What follows belongs to an exercise in optimizing a design on an open flow for a short achievable clock period and few clock cycles; a production flow would make more cautious choices. RTL that was checked went through simulation tests only; none was proved equivalent to the original. Power and IR drop assume default switching activity.

==> 05-11: inputs <==
Design cpuCore, start of the top module:
module cpuCore #(
    parameter cpuPkg::wordT ResetPc = 32'h0000_0000
) (
    input  logic   Clk,
    input  logic   reset,
    output cpuPkg::wordT   imemAddr,
    input  cpuPkg::wordT   imemData,
    output logic   memReqWrite,    
    output cpuPkg::wordT   memReqAddr,     
    output cpuPkg::wordT   memReqWdata,    
    output logic   memReqValid,
    input  logic   memReqReady,
    input  cpuPkg::wordT   memRdata
);
make LEC_CHECK=0 ABC_CLOCK_PERIOD_IN_PS=3000 CAP_MARGIN=20 CORE_MARGIN=2 CORE_UTILIZATION=40 SETUP_SLACK_MARGIN=5 SLEW_MARGIN=20 finish   # period 10.5 ns
run.sh (not shown) runs the stock make flow with config.mk's settings and CLKGATE_MAP_FILE= SYNTH_SCRIPT=/design/flow/synth_recipe.tcl, a recipe that flattens the netlist after the stock synthesis.
==> inputs of 03-05, as changes to 05-11 <==
--- a/flow/design.v
+++ b/flow/design.v
@@ -53,12 +53,16 @@
     localparam logic [5:0] FnAdd = 6'b100000;
     localparam logic [5:0] FnSub = 6'b100010;
     localparam logic [5:0] FnAnd = 6'b100100;
     localparam logic [5:0] FnOr  = 6'b100101;
     localparam logic [5:0] FnSlt = 6'b101010;
     logic [29:0] pcF;            
+    logic        validD;
+    logic [31:0] irD;
+    logic [29:0] pc1D;           
+    logic        predD;          
     logic        validE;
     logic [31:0] aE;             
     logic [31:0] bE;             
     logic [31:0] cE;             
     logic [4:0]  destE;
     logic        wrE;            
@@ -136,16 +140,30 @@
                 pcF <= altE;
             end else if (!loadUse) begin
                 pcF <= nextF;
             end
         end
     end
-    logic [31:0] irD;
-    logic [29:0] pc1D;
-    logic        predD;
-    logic        validD;
+    always_ff @(posedge Clk) begin
+        if (reset) begin
+            validD <= 1'b0;
+        end else if (!freeze) begin
+            if (mispredict) begin
+                validD <= 1'b0;
+            end else if (!loadUse) begin
+                validD <= 1'b1;
+            end
+        end
+    end
+    always_ff @(posedge Clk) begin
+        if (!freeze && !loadUse) begin
+            irD   <= imemData;
+            pc1D  <= pc1F;
+            predD <= predF | jF;
+        end
+    end
     logic [5:0]  opD;
     logic [5:0]  fnD;
     logic [4:0]  rsD;
     logic [4:0]  rtD;
     logic [4:0]  rdD;
     logic [31:0] immD;
@@ -163,26 +181,23 @@
     logic        rKnownD;
     logic        useRsD;
     logic        useRtD;
     logic        useImmD;
     logic [4:0]  destD;
     logic        wrD;
+    logic [29:0] bTgtD;
     logic [31:0] exRes;          
     logic [31:0] memRes;         
     logic        hitAE;
     logic        hitAM;
     logic        hitBE;
     logic        hitBM;
     logic [31:0] rfA;
     logic [31:0] rfB;
     logic [31:0] valA;
     logic [31:0] valB;
-    assign irD    = imemData;
-    assign pc1D   = pc1F;
-    assign predD  = predF | jF;
-    assign validD = 1'b1;
     assign opD   = irD[31:26];
     assign fnD   = irD[5:0];
     assign rsD   = irD[25:21];
     assign rtD   = irD[20:16];
     assign rdD   = irD[15:11];
     assign immD  = {{16{irD[15]}}, irD[15:0]};
@@ -200,12 +215,13 @@
     assign rKnownD = fnAddD | fnSubD | fnAndD | fnOrD | fnSltD;
     assign useRsD  = rKnownD | addiD | lwD | swD | beqD | bneD;
     assign useRtD  = rKnownD | swD | beqD | bneD;
     assign useImmD = addiD | lwD | swD;
     assign destD   = rTypeD ? rdD : rtD;
     assign wrD     = (rKnownD | addiD | lwD) & (destD != 5'd0);
+    assign bTgtD = pc1D + immD[29:0];
     assign memRes = loadM ? memRdata : addrM;
     assign hitAE = validE & wrE & (destE == rsD);
     assign hitAM = wrM & (destM == rsD);
     assign hitBE = validE & wrE & (destE == rtD);
     assign hitBM = wrM & (destM == rtD);
     assign rfA = (rsD == 5'd0) ? 32'd0 : regs[rsD];
@@ -244,13 +260,13 @@
             wrE    <= wrD;
             loadE  <= lwD;
             storeE <= swD;
             beqE   <= beqD;
             bneE   <= bneD;
             predE  <= predD;
-            altE   <= predD ? pc1D : bTgtF;
+            altE   <= predD ? pc1D : bTgtD;
             opAddE <= fnAddD | addiD | lwD | swD;
             opSubE <= fnSubD;
             opAndE <= fnAndD;
             opOrE  <= fnOrD;
             opSltE <= fnSltD;
         end
==> flow/config.mk (replaced) <==
export PLATFORM = sky130hd
export DESIGN_NAME = cpuCore
export DESIGN_NICKNAME = cpuCore
export VERILOG_FILES = /design/flow/design.v
export SDC_FILE = /design/flow/constraint.sdc
export NUM_CORES = 4
export LEC_CHECK = 0
export CAP_MARGIN = 20
export CORE_MARGIN = 2
export CORE_UTILIZATION = 40
export SLEW_MARGIN = 20
==> run summary <==
| quantity | 03-05 | 05-11 |
|---|---|---|
| Count of flip-flops with a built-in enable after synthesis | 1,300 | 1,237 |
| Tap cell instance count | 2,385 | 2,325 |
| Mapped Area | 0.0732 mm² | 0.0698 mm² |
| Filler Cells Inserted | 16,100 | 15,500 |
| GPL Wtd Cong | 0.930 | 0.941 |
| Routed length per placed instance | 29.9 µm | 31.4 µm |
| Area added between synthesis and finish | 13.3% | 14.1% |
| Portion of total power attributed to combinational logic | 18.1% | 19.4% |
| Crit path required time | 11,160 ps | 11,170 ps |
| Total wire length after detailed routing | 238 mm | 249 mm |
| Outcome | complete, no violations | complete, no violations |
| Non-clock buffers | 304 | 349 |
| Sink Count | 1,344 | 1,270 |
| Max rail drop VDD | 0.000155 V | 0.000175 V |
| Internal power of the cells | 10.3 mW | 9.55 mW |
Testbench counts of 05-11, summed over its fixed seeds: cycles 68,236.
No functional check of the RTL was part of 03-05.

==> inputs of job 7688 <==
cpuCore, a different RTL version from the one above (not shown whole).
Settings: LEC_CHECK=0, CAP_MARGIN=20, CORE_MARGIN=2, CORE_UTILIZATION=40, SLEW_MARGIN=20, SYNTH_HIERARCHICAL=1; clock period 10.5 ns.
standard.sh (not shown) runs the stock make flow with config.mk's settings and CLKGATE_MAP_FILE= SYNTH_SCRIPT=/design/flow/synth_recipe.tcl, a recipe that flattens the netlist after the stock synthesis.
==> flow/flow/run.sh <==
#!/bin/bash
set -euo pipefail
export SETUP_SLACK_MARGIN=7
bash standard.sh > standard.log 2>&1
==> job 463 (differences from job 7688) <==
--- a/flow/design.v
+++ b/flow/design.v
@@ -39,29 +39,109 @@
 module claBlock (
     input  logic [15:0] a,
     input  logic [15:0] b,
     output logic [15:0] sum,
     output logic        cout
 );
-    logic [15:0] g [5];
-    logic [15:0] p [5];
-    assign g[0] = a & b;
-    assign p[0] = a ^ b;
-    for (genvar l = 0; l < 4; l++) begin : genLevel
-        for (genvar i = 0; i < 16; i++) begin : genBit
-            if (i >= (1 << l)) begin : genMerge
-                assign g[l+1][i] = g[l][i] | (p[l][i] & g[l][i - (1 << l)]);
-                assign p[l+1][i] = p[l][i] & p[l][i - (1 << l)];
-            end else begin : genPass
-                assign g[l+1][i] = g[l][i];
-                assign p[l+1][i] = p[l][i];
-            end
+    ksAdder #(.W(16), .L(4), .CIN(1'b0)) adder_inst (
+        .a    (a),
+        .b    (b),
+        .sum  (sum),
+        .cout (cout)
+    );
+endmodule
+module ksFirst #(
+    parameter int W   = 32,
+    parameter bit CIN = 1'b0
+) (
+    input  logic [W-1:0] a,
+    input  logic [W-1:0] b,
+    output logic [W-1:0] p,
+    output logic [W-1:0] g,
+    output logic [W-1:0] q
+);
+    logic [W-1:0] t;
+    assign p = a ^ b;
+    assign t = a | b;
+    if (CIN) begin : genCin1
+        assign g[0] = a[0] | b[0];
+        assign g[1] = (a[1] & b[1]) | (t[1] & a[0]) | (t[1] & b[0]);
+    end else begin : genCin0
+        assign g[0] = a[0] & b[0];
+        assign g[1] = (a[1] & b[1]) | (t[1] & a[0] & b[0]);
+    end
+    assign q[0] = t[0];
+    assign q[1] = t[1] & t[0];
+    for (genvar i = 2; i < W; i++) begin : genBit
+        assign g[i] = (a[i] & b[i]) | (t[i] & a[i-1] & b[i-1]);
+        assign q[i] = t[i] & t[i-1];
+    end
+endmodule
+module ksLevel #(
+    parameter int W = 32,
+    parameter int D = 2
+) (
+    input  logic [W-1:0] gIn,
+    input  logic [W-1:0] qIn,
+    output logic [W-1:0] gOut,
+    output logic [W-1:0] qOut
+);
+    for (genvar i = 0; i < W; i++) begin : genBit
+        if (i >= D) begin : genMerge
+            assign gOut[i] = gIn[i] | (qIn[i] & gIn[i-D]);
+            assign qOut[i] = qIn[i] & qIn[i-D];
+        end else begin : genPass
+            assign gOut[i] = gIn[i];
+            assign qOut[i] = qIn[i];
         end
     end
-    assign sum  = p[0] ^ {g[4][14:0], 1'b0};
-    assign cout = g[4][15];
+endmodule
+module ksSum #(
+    parameter int W   = 32,
+    parameter bit CIN = 1'b0
+) (
+    input  logic [W-1:0] p,          
+    input  logic [W-1:0] carry,      
+    output logic [W-1:0] sum
+);
+    assign sum = p ^ {carry[W-2:0], CIN};
+endmodule
+module ksAdder #(
+    parameter int W   = 32,
+    parameter int L   = 5,           
+    parameter bit CIN = 1'b0
+) (
+    input  logic [W-1:0] a,
+    input  logic [W-1:0] b,
+    output logic [W-1:0] sum,
+    output logic         cout
+);
+    logic [W-1:0] p;
+    logic [W-1:0] g [L+1];
+    logic [W-1:0] q [L+1];
+    ksFirst #(.W(W), .CIN(CIN)) first_inst (
+        .a (a),
+        .b (b),
+        .p (p),
+        .g (g[1]),
+        .q (q[1])
+    );
+    for (genvar l = 1; l < L; l++) begin : genLevel
+        ksLevel #(.W(W), .D(1 << l)) level_inst (
+            .gIn  (g[l]),
+            .qIn  (q[l]),
+            .gOut (g[l+1]),
+            .qOut (q[l+1])
+        );
+    end
+    ksSum #(.W(W), .CIN(CIN)) sum_inst (
+        .p     (p),
+        .carry (g[L]),
+        .sum   (sum)
+    );
+    assign cout = g[L][W-1];
 endmodule
 `timescale 1ns/1ps
 module aluCla (
     input  logic [31:0] a,
     input  logic [31:0] b,
     input  logic        opAdd,
@@ -71,14 +151,26 @@
     input  logic        opSlt,
     output logic [31:0] result
 );
     logic [31:0] sum;
     logic [31:0] diff;
     logic        less;
-    assign sum  = a + b;
-    assign diff = a - b;
+    logic unusedAdd;
+    logic unusedSub;
+    ksAdder #(.W(32), .L(5), .CIN(1'b0)) addInst (
+        .a    (a),
+        .b    (b),
+        .sum  (sum),
+        .cout (unusedAdd)
+    );
+    ksAdder #(.W(32), .L(5), .CIN(1'b1)) subInst (
+        .a    (a),
+        .b    (~b),
+        .sum  (diff),
+        .cout (unusedSub)
+    );
     assign less = (a[31] ^ b[31]) ? a[31] : diff[31];
     assign result = ({32{opAdd}} & sum) |
                     ({32{opSub}} & diff) |
                     ({32{opAnd}} & (a & b)) |
                     ({32{opOr}}  & (a | b)) |
                     {31'd0, opSlt & less};
@@ -160,40 +252,85 @@
     input  logic        hold,
     input  logic        jump,
     input  logic        pred,
     output logic [29:0] nextPc
 );
     logic [29:0] early;
+    logic [29:0] guess;
     logic        takeBr;
     always_comb begin
-        if (mispredict) begin
-            early = alt;
-        end else if (hold) begin
+        if (hold) begin
             early = pc;
         end else if (jump) begin
             early = jTgt;
         end else begin
             early = pc1;
         end
     end
-    assign takeBr = pred & ~jump & ~hold & ~mispredict;
-    assign nextPc = takeBr ? brTgt : early;
+    assign takeBr = pred & ~jump & ~hold;
+    assign guess  = takeBr ? brTgt : early;
+    assign nextPc = mispredict ? alt : guess;
 endmodule
 `timescale 1ns/1ps
 module registerFile (
     input  logic [1023:0] regs,      
-    input  logic [31:1]   sel,       
+    input  logic [31:1]   sel,
     output logic [31:0]   data
 );
+    logic [31:0] grp [4];
+    logic [31:0] lo;
+    logic [31:0] hi;
+    for (genvar k = 0; k < 4; k++) begin : genGroup
+        regGroup regGroup_inst (
+            .regs (regs[256*k +: 256]),
+            .sel  ((k == 0) ? {sel[7:1], 1'b0} : sel[8*k +: 8]),
+            .data (grp[k])
+        );
+    end
+    regNor2 norLo (
+        .a (grp[0]),
+        .b (grp[1]),
+        .y (lo)
+    );
+    regNor2 norHi (
+        .a (grp[2]),
+        .b (grp[3]),
+        .y (hi)
+    );
+    regNand2 nandOut (
+        .a (lo),
+        .b (hi),
+        .y (data)
+    );
+endmodule
+module regGroup (
+    input  logic [255:0] regs,
+    input  logic [7:0]   sel,
+    output logic [31:0]  data
+);
     always_comb begin
         data = '0;
-        for (int i = 1; i < 32; i++) begin
+        for (int i = 0; i < 8; i++) begin
             data = data | (regs[32*i +: 32] & {32{sel[i]}});
         end
     end
 endmodule
+module regNor2 (
+    input  logic [31:0] a,
+    input  logic [31:0] b,
+    output logic [31:0] y
+);
+    assign y = ~(a | b);
+endmodule
+module regNand2 (
+    input  logic [31:0] a,
+    input  logic [31:0] b,
+    output logic [31:0] y
+);
+    assign y = ~(a & b);
+endmodule
 module regSelect (
     input  logic [4:0]  idx,
     output logic [31:1] sel
 );
     for (genvar i = 1; i < 32; i++) begin : genSel
         assign sel[i] = (idx == i);
@@ -240,12 +377,14 @@
     logic        wrE;            
     logic        loadE;
     logic        storeE;
     logic        beqE;
     logic        bneE;
     logic        predE;
+    logic        brE;            
+    logic        flipE;          
     logic        staticE;        
     logic [5:0]  bhtIdxE;
     logic [29:0] altE;           
     logic        opAddE;
     logic        opSubE;
     logic        opAndE;
@@ -327,12 +466,13 @@
     logic        fnAnd;
     logic        fnOr;
     logic        fnSlt;
     logic        rKnown;
     logic        useRs;
     logic        useRt;
+    logic        useRtAny;
     logic        useImm;
     logic [4:0]  dest;
     logic        wr;
     logic [31:0] exRes;          
     logic [31:0] memRes;         
     logic        hitAE;
@@ -406,14 +546,14 @@
         .exRes  (exRes),
         .memRes (memRes),
         .hitE   (hitBE),
         .hitM   (hitBM),
         .data   (valB)
     );
-    assign loadUse = validE & loadE &
-                     ((useRs & (destE == rs)) | (useRt & (destE == rt)));
+    assign useRtAny = (~op[1] & ~op[3]) | (op[5] & op[3]);
+    assign loadUse  = validE & loadE & ((destE == rs) | (useRtAny & (destE == rt)));
     always_ff @(posedge Clk) begin
         if (reset) begin
             validE <= 1'b0;
         end else if (!freeze) begin
             validE <= ~mispredict & ~loadUse;
         end
@@ -427,12 +567,14 @@
             wrE     <= wr;
             loadE   <= lw;
             storeE  <= sw;
             beqE    <= beqF;
             bneE    <= bneF;
             predE   <= predF | jF;
+            brE     <= beqF | bneF;
+            flipE   <= bneF ^ (predF | jF);
             staticE <= staticF;
             bhtIdxE <= pcF[5:0];
             altE    <= (predF | jF) ? pc1F : bTgtF;
             opAddE  <= fnAdd | addi | lw | sw;
             opSubE  <= fnSub;
             opAndE  <= fnAnd;
@@ -449,13 +591,13 @@
         .opAnd  (opAndE),
         .opOr   (opOrE),
         .opSlt  (opSltE),
         .result (exRes)
     );
     assign takenE     = beqE ? (aE == bE) : (aE != bE);
-    assign mispredict = validE & (beqE | bneE) & (takenE ^ predE);
+    assign mispredict = validE & brE & ((aE == bE) ^ flipE);
     always_ff @(posedge Clk) begin
         if (reset) begin
             for (int i = 0; i < 64; i++) begin
                 bht[i] <= 2'd1;
             end
         end else if (!freeze && validE && (beqE || bneE)) begin
==> flow/flow/run.sh (replaced) <==
#!/bin/bash
set -euo pipefail
export SETUP_SLACK_MARGIN=7.5
bash standard.sh > standard.log 2>&1
Settings changed: CORE_UTILIZATION 40 to 35.
==> comparison <==
Job 463 went through all stages and came out clean. Job 7688 finished clean. Register-to-register slack: job 7688 is worse than job 463 (0.45 ns). Against job 463, the fmax of job 7688 is smaller by about 2%. Of job 7688 and job 463, job 463 has the higher critical path depth (gap 1). In job 7688 the count of clock-buffer cells in the layout is lower than in job 463, by 19.
==> figures <==
item                                                                                 job 463          job 7688
Status                                                      no timing/DRC/antenna violations  no timing/DRC/antenna violations
Average cell area after synthesis                                                  10.87 um2         11.23 um2
Reg2Reg Capture Point                                                    pcF[4]$_SDFFE_PP0N_  bE[31]$_DFFE_PN_
Via-per-instance ratio                                                                 6.557             6.918
Setup Slack @ Placement                                                             4.501 ns          4.310 ns
IR Drop Worst-Case VDD                                                           0.0001515 V       0.0001798 V
Required time of the critical path                                                  11.06 ns          11.11 ns
Library cell contributing the largest single delay on the critical path              nand4_1             or4_1
Effective utilization at floorplan                                                    35.18%            40.17%
Horizontal die dimension                                                            476.4 um          432.3 um
Testbench counts of job 7688, summed over its fixed seeds: cycles 67,490.
Testbench counts of job 463, summed over its fixed seeds: cycles 67,502.

what the ideal ports hide:
In the flow no input, the clock included, has a driving cell. The finished layouts below were timed again as built, in two steps. Step 1, drivers: a clkbuf_16 drives Clk and a buf_2 each remaining input, both assumed. Step 2 times the ports against the registers' clock, not the clock port: input delays grow and output delays shrink by t, the midpoint of the rising clock arrivals with the driver on. Three values: ideal, step 1, step 2; two values: the first two.
run	shift t [ns]	setup WS [ns]	slew at the worst register clock pin (ns)	pins driven straight from the clock port
05-11	0.859	4.611 / 4.633 / 3.774	0.07 / 0.07	1
03-05	0.880	2.756 / 2.810 / 1.930	0.07 / 0.07	1
job 7688	0.947	6.029 / 5.915 / 4.968	0.07 / 0.07	1
job 463	0.901	6.117 / 6.161 / 5.261	0.07 / 0.07	1
After both steps every run listed still meets setup and hold. The setup slack of job 7688, which loses most, moves by -0.114 ns with the drivers and by -1.061 ns with both steps.
